This design comes from an exercise in tuning for small area on the open sky130 flow, not from production work.
The RTL was checked by simulation tests, not by an equivalence proof against the original design.
Power is estimated from default activity; no workload was simulated.

## P
Design cache_ctrl_fsm, start of the top module:
module cache_ctrl_fsm #(
  parameter int ADDR_W   = 32,
  parameter int INDEX_W  = 4,
  parameter int OFFSET_W = 4
) (
  input  logic                clk_i,
  input  logic                rst_i,
  input  logic                cpu_req_i,
  input  logic                cpu_we_i,
  input  logic [ADDR_W-1:0]   cpu_addr_i,
  output logic                cpu_ready_o,
  output logic                cpu_hit_o,
  output logic                busy_o,
  input  logic [1:0]          lru_way_i,
  output logic                lru_update_o,
  output logic [INDEX_W-1:0]  lru_set_o,
  output logic [1:0]          lru_access_way_o,
  output logic                mem_req_o,
  output logic                mem_we_o,
  output logic [ADDR_W-1:0]   mem_addr_o,
  input  logic                mem_ack_i,
  output logic                fill_pulse_o,
  output logic [15:0]         hit_count_o,
  output logic [15:0]         miss_count_o
);
  localparam int TAG_W = ADDR_W - INDEX_W - OFFSET_W;
  localparam int SETS  = 1 << INDEX_W;
  localparam int LINES = SETS * 4;
  localparam logic [2:0] S_IDLE = 3'b000;
  localparam logic [2:0] S_CMP  = 3'b001;
  localparam logic [2:0] S_WB   = 3'b011;
  localparam logic [2:0] S_RF   = 3'b010;
  localparam logic [2:0] S_FILL = 3'b110;
  localparam logic [2:0] S_RDYM = 3'b100;
  localparam logic [2:0] S_RDYH = 3'b101;
  logic [2:0]         state_q;
  logic [3:0]         rot_q;
  logic [TAG_W-1:0]   tag_q   [4][SETS];   
  logic [SETS-1:0]    dirty_q [4];         
  logic [2:0]         vcnt_q  [SETS];      
  logic               vinc_q;
  logic               we_q;
  logic [TAG_W-1:0]   req_tag_q;
  logic [INDEX_W-1:0] idx_q;
  logic [1:0]         way_q;
  logic               st_idle, st_cmp, st_wb, st_rf, st_fill, st_rdym, st_rdyh;
  ...
For scale: about 4000 cells after synthesis, about 120 I/O pins, ~51000 um2 of cells after synthesis.
==> flow/config.mk <==
export PLATFORM = sky130hd
export DESIGN_NAME = cache_ctrl_fsm
export DESIGN_NICKNAME = cache_ctrl_fsm
export VERILOG_FILES = /design/flow/design.v
export SDC_FILE = /design/flow/constraint.sdc
export NUM_CORES = 4
export LEC_CHECK = 0
export CAP_MARGIN = 20
export CORE_MARGIN = 2
export CORE_UTILIZATION = 75
export CTS_CLUSTER_DIAMETER = 70
export CTS_CLUSTER_SIZE = 28
export PLACE_DENSITY = 0.9
export SLEW_MARGIN = 20
export SYNTH_HIERARCHICAL = 1
==> flow/constraint.sdc <==
create_clock -name core_clock -period 8.0 [get_ports {clk_i}]
set_input_delay 1.6000 -clock core_clock [delete_from_list [all_inputs] [get_ports {clk_i}]]
set_output_delay 1.6000 -clock core_clock [all_outputs]
set_load 0.01 [all_outputs]
run.sh (not shown) runs the stock make flow with config.mk's settings and CLKGATE_MAP_FILE= SYNTH_SCRIPT=/design/flow/synth_recipe.tcl, a recipe that flattens the netlist after the stock synthesis.
P was carried through to the last stage, and its layout satisfied the timing, DRC and antenna checks.
Input changes introduced in Q (baseline for comparison: P):
Settings: a change of PLACE_DENSITY from 0.9 to 0.85; a change of CORE_UTILIZATION from 75 to 70.
- Each of the runs, namely Q and P, reached the end of the flow and came out clean.
- Portion of total power attributed to combinational logic for Q: 0.3 points up relative to P
- Re setup slack: Q and P aren't equal, and the lower value belongs to P.
- P has a higher starting density of the core than Q.
- As of Q, design area had risen slightly compared to P.
- In the flow results for Q and P, the critical path depth is larger on Q.
- Of Q and P, the run reporting the lower via count of the first global-routing pass was Q.
- The cell-internal power of P and that of Q are within noise of each other.
- Relative to P, Q improves highest clock frequency the design can meet.
- Net count of the finished layout is higher on Q
Here is what was changed in the inputs of R compared with Q.
Settings: GPL_ROUTABILITY_DRIVEN now 0, previously not set.
[summary]
Q and R ended up with roughly the same multi-input combinational area share. Q has lower portion of the clock cycle consumed by the worst path in the final layout than R. Of R and Q, the run reporting the higher layout-stage area growth over the synthesis result was Q. R and Q ended up with nearly the same power. The time the final worst path needs with I/O delays and setup of R was inferior to that of Q.
Relative to R, the following input files were edited for S:
Settings: GPL_ROUTABILITY_DRIVEN no longer set, was 0; PLACE_DENSITY now 0.95, was 0.85; CORE_UTILIZATION now 80, was 70.
Results
Final checks on S, whose flow otherwise completed, came back failing, citing setup timing.
In the flow results for R and S, the part of the total power dissipated in the clock network is larger on R.
Per the comparison of S with R, headroom to the max-slew limit dropped 1.3 points; area growth from synthesis to final layout barely changed; routed wire length climbed 16%; sequential fraction of the synthesis area barely changed.
Between R and S, final-layout non-clock buffer area share increased.
Compared with R, S shows a higher wire length of the first global-routing pass.
### S -> T
Settings: PLACE_DENSITY now 0.85, was 0.95; SYNTH_HIERARCHICAL no longer set, was 1; ABC_AREA now 1, previously not set; CORE_UTILIZATION now 70, was 80.
## What came out
Compared with S, T shows a worst hold margin that is 9.2 ps lower.
Between T and S, it is T whose number of ordinary and repair buffers in the finished layout is lower, by 63.
T — post-route worst setup slack 510 ps higher, S as reference
T packs its core more loosely than S.
Having completed the whole flow, T delivered a layout that passed the timing, DRC and antenna checks.
Summary: with S as the reference, average cell area after synthesis in T moved down by more than a quarter.
Diff S -> T: non-clock inverter total of the final layout +83, signed area change from the synthesized netlist to the final layout ~0 delta, vias after detailed routing +about 6%, final cycle utilization of the critical path -6.4 points, number of cells traversed by the worst register-to-register path +4.

==> re-timing with driven ports <==
Ports are ideal in the flow. The routed layouts listed here were re-timed in OpenROAD. Step 1 assumes that a clkbuf_16 drives the clock port and a buf_2 every other input. Step 2 times the ports against the registers' clock, not the clock port: input delays grow and output delays shrink by t, the midpoint of the rising clock arrivals with the driver on. a / b / c = ideal / step 1 / step 2; a / b = the first two.
| run | t, ns | slack for setup (ns) | worst data-port slew with drivers (ns) |
|---|---|---|---|
| P | 0.737 | 0.240 / 0.209 / 0.209 | 0.13 |
| Q | 0.722 | 0.278 / 0.252 / 0.252 | 0.15 |
| R | 0.730 | 0.208 / 0.177 / 0.177 | 0.15 |
| S | 0.742 | -0.096 / -0.125 / -0.125 | 0.12 |
| T | 0.728 | 0.419 / 0.398 / 0.398 | 0.13 |
